From an optimization exercise on the open Yosys and OpenROAD flow, aimed at small area, a short achievable clock period and few clock cycles per item; shortcuts taken in it are not production practice. RTL that was checked went through simulation tests only; none was proved equivalent to the original. Power is estimated from default activity; no workload was simulated.

// rolling_hash_pattern_matcher_top
module rolling_hash_pattern_matcher_top #(
   parameter int MAX_PATTERN  = MAX_PATTERN_DEF,
   parameter int WINDOW_DEPTH = WINDOW_DEPTH_DEF
) (
   input  logic                 clock,
   input  logic                 reset,
   input  logic                 req_valid,
   output logic                 req_ready,
   input  logic [BYTE_W-1:0]    req_text_byte,
   output logic                 rsp_valid,
   input  logic                 rsp_ready,
   output logic                 rsp_kind,
   output logic [VALUE_W-1:0]   rsp_value,
   output logic                 rsp_last,
   input  logic                 csr_we,
   input  logic [CSR_IDX_W-1:0] csr_index,
   input  logic [CSR_W-1:0]     csr_wdata
);
   function automatic logic [1:0] add3(input logic [1:0] a, input logic [1:0] b);
      logic az, bz;
      az = !a[0] && !a[1];
      bz = !b[0] && !b[1];
      add3[0] = (a[0] && bz) || (az && b[0]) || (a[1] && b[1]);
      add3[1] = (a[1] && bz) || (az && b[1]) || (a[0] && b[0]);
   endfunction
   function automatic logic [1:0] mod3(input logic [7:0] x);
      logic [1:0] r0, r1, r2, r3;
      r0 = {x[1] && !x[0], !x[1] && x[0]};
      r1 = {x[3] && !x[2], !x[3] && x[2]};
      r2 = {x[5] && !x[4], !x[5] && x[4]};
      r3 = {x[7] && !x[6], !x[7] && x[6]};
      mod3 = add3(add3(r0, r1), add3(r2, r3));
   endfunction
  ...
Size in the first run: about 120 I/O pins.
==> flow/config.mk <==
export PLATFORM = sky130hd
export DESIGN_NAME = rolling_hash_pattern_matcher_top
export DESIGN_NICKNAME = rolling_hash_pattern_matcher_top
export VERILOG_FILES = /design/flow/design.v
export SDC_FILE = /design/flow/constraint.sdc
export NUM_CORES = 4
export LEC_CHECK = 0
export CAP_MARGIN = 20
export CORE_MARGIN = 2
export CORE_UTILIZATION = 40
export CTS_CLUSTER_DIAMETER = 80
export CTS_CLUSTER_SIZE = 20
export SLEW_MARGIN = 20
==> flow/constraint.sdc <==
create_clock -name core_clock -period 9.5 [get_ports {clock}]
set_input_delay 1.9000 -clock core_clock [delete_from_list [all_inputs] [get_ports {clock}]]
set_output_delay 1.9000 -clock core_clock [all_outputs]
set_load 0.01 [all_outputs]
standard.sh (not shown) runs the stock make flow with config.mk's settings and CLKGATE_MAP_FILE= SYNTH_SCRIPT=/design/flow/synth_recipe.tcl, a recipe that flattens the netlist after the stock synthesis.
==> flow/flow/run.sh <==
#!/bin/bash
# Standard ORFS layout with a tighter setup repair target, port buffers of
# a plain buffer cell, and free gate sizing.
set -euo pipefail
bash standard.sh 'SETUP_SLACK_MARGIN=6.6' 'MATCH_CELL_FOOTPRINT=0' 'BUFFER_PORTS_ARGS=-buffer_cell sky130_fd_sc_hd__buf_4' finish > standard_make.log 2>&1
The starting point finished with timing, DRC and antenna clean.
Testbench counts at the start, summed over its fixed seeds: cycles 29,785, bytes 24,258.
Change:
==> flow/flow/run.sh (replaced) <==
#!/bin/bash
# Standard ORFS layout with a tighter setup repair target, port buffers of
# a plain buffer cell, and free gate sizing.
set -euo pipefail
bash standard.sh 'SETUP_SLACK_MARGIN=6.4' 'MATCH_CELL_FOOTPRINT=0' 'BUFFER_PORTS_ARGS=-buffer_cell sky130_fd_sc_hd__buf_4' finish > standard_make.log 2>&1
ABC_AREA = 1   (was default)
CORE_UTILIZATION = 55   (was 40)
CTS_CLUSTER_DIAMETER = 100   (was 80)
CTS_CLUSTER_SIZE = 26   (was 20)
Setup slack is better by 0.060 ns. First-iteration DRC count rises by about 33%. Wire length grows by 4.3%. Register-to-register slack is better by 0.07 ns. Global-route usage rose by 8.6 points. Via count goes up by 13%.
Change:
==> flow/flow/run.sh (replaced) <==
#!/bin/bash
# Standard ORFS layout with a tighter setup repair target, port buffers of
# a plain buffer cell, and free gate sizing.
set -euo pipefail
bash standard.sh 'SETUP_SLACK_MARGIN=6.45' 'MATCH_CELL_FOOTPRINT=0' 'BUFFER_PORTS_ARGS=-buffer_cell sky130_fd_sc_hd__buf_4' finish > standard_make.log 2>&1
CORE_UTILIZATION = 40   (was 55)
CTS_CLUSTER_DIAMETER = 90   (was 100)
CTS_CLUSTER_SIZE = 24   (was 26)
The new run completed without violations.
Cell area climbs by 3.2%.
Clock-buffer cell count climbs by 5.
Core utilization drops by 16 points.
Final cell count climbs by 6.8%.
Via count is about the same.
Routed wire length climbs by 2.6%.
Total power climbs by 3.1%.
Worst hold slack loses 0.016 ns.
First-iteration DRC count drops by 19%.
Change:
==> flow/flow/run.sh (replaced) <==
#!/bin/bash
# Standard ORFS layout with a tighter setup repair target, port buffers of
# a plain buffer cell, and free gate sizing.
set -euo pipefail
bash standard.sh 'SETUP_SLACK_MARGIN=6.4' 'MATCH_CELL_FOOTPRINT=0' 'BUFFER_PORTS_ARGS=-buffer_cell sky130_fd_sc_hd__buf_4' finish > standard_make.log 2>&1
ABC_AREA = default   (was 1)
CTS_CLUSTER_DIAMETER = 80   (was 90)
CTS_CLUSTER_SIZE = 20   (was 24)
Outcome: The new run went through all stages and came out clean; global-route usage fell by 1.4 points; synthesized cell count fell by a quarter to a third; final cell count fell by about a fifth; wire length fell by a little under a tenth; power rose slightly.
Change:
==> flow/flow/run.sh (replaced) <==
#!/bin/bash
# Standard ORFS layout with a tighter setup repair target, port buffers of
# a plain buffer cell, and free gate sizing.
set -euo pipefail
bash standard.sh 'SETUP_SLACK_MARGIN=6.35' 'MATCH_CELL_FOOTPRINT=0' 'BUFFER_PORTS_ARGS=-buffer_cell sky130_fd_sc_hd__buf_4' finish > standard_make.log 2>&1
ABC_AREA = 1   (was default)
CORE_UTILIZATION = 35   (was 40)
CTS_CLUSTER_DIAMETER = 100   (was 80)
CTS_CLUSTER_SIZE = 26   (was 20)
Clock skew increases by 0.016 ns; setup slack loses 0.049 ns; final area falls slightly; critical path depth falls by 12; die area climbs by about a fifth; global-route usage is lower by 1.9 points; clock-buffer cell count fell by 18; clock power goes down by about a fifth; via count goes up by roughly a tenth; flip-flop and latch count is unchanged.

* * *

## lane 2
Starting RTL as in the previous note.
// rolling_hash_pattern_matcher_top
module rolling_hash_pattern_matcher_top #(
   parameter int MAX_PATTERN  = MAX_PATTERN_DEF,
   parameter int WINDOW_DEPTH = WINDOW_DEPTH_DEF
) (
   input  logic                 clock,
   input  logic                 reset,
   input  logic                 req_valid,
   output logic                 req_ready,
   input  logic [BYTE_W-1:0]    req_text_byte,
   output logic                 rsp_valid,
   input  logic                 rsp_ready,
   output logic                 rsp_kind,
   output logic [VALUE_W-1:0]   rsp_value,
   output logic                 rsp_last,
   input  logic                 csr_we,
   input  logic [CSR_IDX_W-1:0] csr_index,
   input  logic [CSR_W-1:0]     csr_wdata
);
   function automatic logic [1:0] add3(input logic [1:0] a, input logic [1:0] b);
      logic az, bz;
      az = !a[0] && !a[1];
      bz = !b[0] && !b[1];
      add3[0] = (a[0] && bz) || (az && b[0]) || (a[1] && b[1]);
      add3[1] = (a[1] && bz) || (az && b[1]) || (a[0] && b[0]);
   endfunction
   function automatic logic [1:0] mod3(input logic [7:0] x);
      logic [1:0] r0, r1, r2, r3;
      r0 = {x[1] && !x[0], !x[1] && x[0]};
      r1 = {x[3] && !x[2], !x[3] && x[2]};
      r2 = {x[5] && !x[4], !x[5] && x[4]};
      r3 = {x[7] && !x[6], !x[7] && x[6]};
      mod3 = add3(add3(r0, r1), add3(r2, r3));
   endfunction
   localparam logic [31:0] CMAX = 32'hffff_ffff;
   logic [3:0]  nm1_ff;
   logic [7:0]  pat_ff [16];
   logic [1:0]  dp_ff [16];
   logic        zlo_ff, zhi_ff;   
   logic [7:0]  ring_ff [16];
   logic [1:0]  dw_ff [16];       
   logic [3:0]  nm1_al_ff;
   logic [31:0] count_ff;
   logic        first_seen_ff;    
   logic        reported_ff;      
   logic        rdy_ff;
   logic        in_v_ff, in_first_ff;
   logic [7:0]  in_byte_ff;
   logic [1:0]  in_d_ff;
  ...
clock: 9.5 ns
lec_check: 0
abc_area: 1
cap_margin: 20
core_margin: 2
core_utilization: 40
cts_cluster_diameter: 100
cts_cluster_size: 26
slew_margin: 20
==> flow/flow/run.sh <==
#!/bin/bash
# Standard ORFS layout with a tighter setup repair target, port buffers of
# a plain buffer cell, and free gate sizing.
set -euo pipefail
bash standard.sh 'SETUP_SLACK_MARGIN=6.35' 'MATCH_CELL_FOOTPRINT=0' 'BUFFER_PORTS_ARGS=-buffer_cell sky130_fd_sc_hd__buf_4' finish > standard_make.log 2>&1
Testbench counts of lane 2, summed over its fixed seeds: cycles 29,785, bytes 24,258.
[inputs] lane 1 vs lane 2
- swapping 100 for 80 in CTS_CLUSTER_DIAMETER
- swapping 26 for 20 in CTS_CLUSTER_SIZE
==> flow/flow/run.sh <==
#!/bin/bash
# Standard ORFS layout with a tighter setup repair target, port buffers of
# a plain buffer cell, and free gate sizing.
set -euo pipefail
bash standard.sh 'SETUP_SLACK_MARGIN=6.3' 'MATCH_CELL_FOOTPRINT=0' 'BUFFER_PORTS_ARGS=-buffer_cell sky130_fd_sc_hd__buf_4' finish > standard_make.log 2>&1
Measured against lane 1, the number of buffers outside the clock class in the layout of lane 2 comes out at 1.09 times the reference value. Changes observed in lane 1 relative to lane 2: placed standard-cell area held, number of nets in the layout held, data arrival time of the worst path went up 20 ps, internal cell power went up about 3.4%, number of tap cells inserted held. From lane 2 to lane 1, final count of pins violating max slew did not move at all.

* * *

Another version of the RTL of rolling_hash_pattern_matcher_top (not shown whole).
For scale: ~1900 cells after synthesis, ~450 flip-flops, about 0.024 sq mm of cells after synthesis.
==> flow/design.v (excerpt) <==
module rolling_hash_pattern_matcher_top #(
   parameter int MAX_PATTERN  = MAX_PATTERN_DEF,
   parameter int WINDOW_DEPTH = WINDOW_DEPTH_DEF
) (
   input  logic                 clock,
   input  logic                 reset,
   input  logic                 req_valid,
   output logic                 req_ready,
   input  logic [BYTE_W-1:0]    req_text_byte,
   output logic                 rsp_valid,
   input  logic                 rsp_ready,
   output logic                 rsp_kind,
   output logic [VALUE_W-1:0]   rsp_value,
   output logic                 rsp_last,
   input  logic                 csr_we,
   input  logic [CSR_IDX_W-1:0] csr_index,
   input  logic [CSR_W-1:0]     csr_wdata
);
clock: 9.5 ns
lec_check: 0
cap_margin: 20
core_margin: 2
core_utilization: 40
cts_cluster_diameter: 80
cts_cluster_size: 20
slew_margin: 20
==> flow/flow/run.sh <==
#!/bin/bash
# Standard ORFS layout with a tighter setup repair target, port buffers of
# a plain buffer cell, and free gate sizing.
set -euo pipefail
bash standard.sh 'SETUP_SLACK_MARGIN=6.5' 'MATCH_CELL_FOOTPRINT=0' 'BUFFER_PORTS_ARGS=-buffer_cell sky130_fd_sc_hd__buf_4' finish > standard_make.log 2>&1
Next try:
==> flow/flow/run.sh (replaced) <==
#!/bin/bash
# Standard ORFS layout with a tighter setup repair target, port buffers of
# a plain buffer cell, and free gate sizing.
set -euo pipefail
bash standard.sh 'SETUP_SLACK_MARGIN=6.2' 'MATCH_CELL_FOOTPRINT=0' 'BUFFER_PORTS_ARGS=-buffer_cell sky130_fd_sc_hd__buf_4' finish > standard_make.log 2>&1
The changed run completed without violations.
Wire length drops by 3.5%.
Via count drops by 2.7%.
Clock skew barely changes.
Non-clock buffer count drops by 84.
Flip-flop and latch count stays the same.
Total power drops by about 3%.
Area after synthesis stays the same.
Worst hold slack gets better by 0.0058 ns.
Next try:
==> flow/flow/run.sh (replaced) <==
#!/bin/bash
# Standard ORFS layout with a tighter setup repair target (slack margin in ns).
set -euo pipefail
bash standard.sh SETUP_SLACK_MARGIN=6.45 finish > standard_make.log 2>&1
Effect: Worst setup slack gets better by 0.023 ns. First-iteration DRC count increases by 2.1%. Area after synthesis stays the same. Design area rises by 7.1%. Critical path depth is unchanged. Count of clock-buffer cells in the layout climbs by 2. Via count climbs by 3.0%. Utilization came out higher by 3.2 points. Total power climbs by 3.5%.
Next try:
==> flow/flow/run.sh (replaced) <==
#!/bin/bash
# Standard ORFS layout with a tighter setup repair target (slack margin in ns).
set -euo pipefail
bash standard.sh SETUP_SLACK_MARGIN=6.2 finish > standard_make.log 2>&1
After rerunning: Final cell count fell slightly; routed wire length fell by a few percent; via count fell slightly; critical path depth does not change; total power hardly moves; maximum frequency rose slightly; combinational power fell by a few percent; die area stays the same; first-iteration DRC count fell by a few percent.
No run of this note included a check of the RTL's function; only the layout flow was run.

[what the ideal ports hide]
Ports are ideal in the flow. The routed layouts listed here were re-timed in OpenROAD.
Step 1, drivers: a clkbuf_16 drives clock and a buf_2 each remaining input, both assumed.
Step 2, shift: input delay + t, output delay - t, t = (earliest + latest rising clock arrival at the registers) / 2. This alone moves slack from input paths to output paths.
a / b / c = no drivers / after step 1 / after step 2; a / b = the first two.
run	t, ns	setup slack, ns	slew at the worst register clock pin (ns)	pins driven straight from the clock port
the first run of note 1	0.674	6.363 / 6.315 / 5.883	0.09 / 0.09	1
the second run of note 1	0.636	6.423 / 6.361 / 5.902	0.11 / 0.11	1
the third run of note 1	0.638	6.378 / 6.319 / 5.919	0.10 / 0.10	1
the fourth run of note 1	0.676	6.394 / 6.333 / 5.766	0.09 / 0.09	1
the fifth run of note 1	0.655	6.345 / 6.281 / 5.867	0.11 / 0.11	1
lane 2	0.627	6.370 / 6.309 / 5.860	0.11 / 0.11	1
lane 1	0.667	6.345 / 6.284 / 5.848	0.09 / 0.09	1
the first run of note 3	0.666	5.972 / 5.972 / 5.625	0.09 / 0.09	1
the second run of note 3	0.655	5.922 / 5.922 / 5.606	0.09 / 0.09	1
the third run of note 3	0.662	5.945 / 5.945 / 5.654	0.09 / 0.09	1
the fourth run of note 3	0.659	5.971 / 5.971 / 5.619	0.09 / 0.09	1
After both steps every run listed still meets setup and hold. For the fourth run of note 1, which loses most, drivers alone change the setup slack by -0.061 ns; drivers and shift together by -0.628 ns.
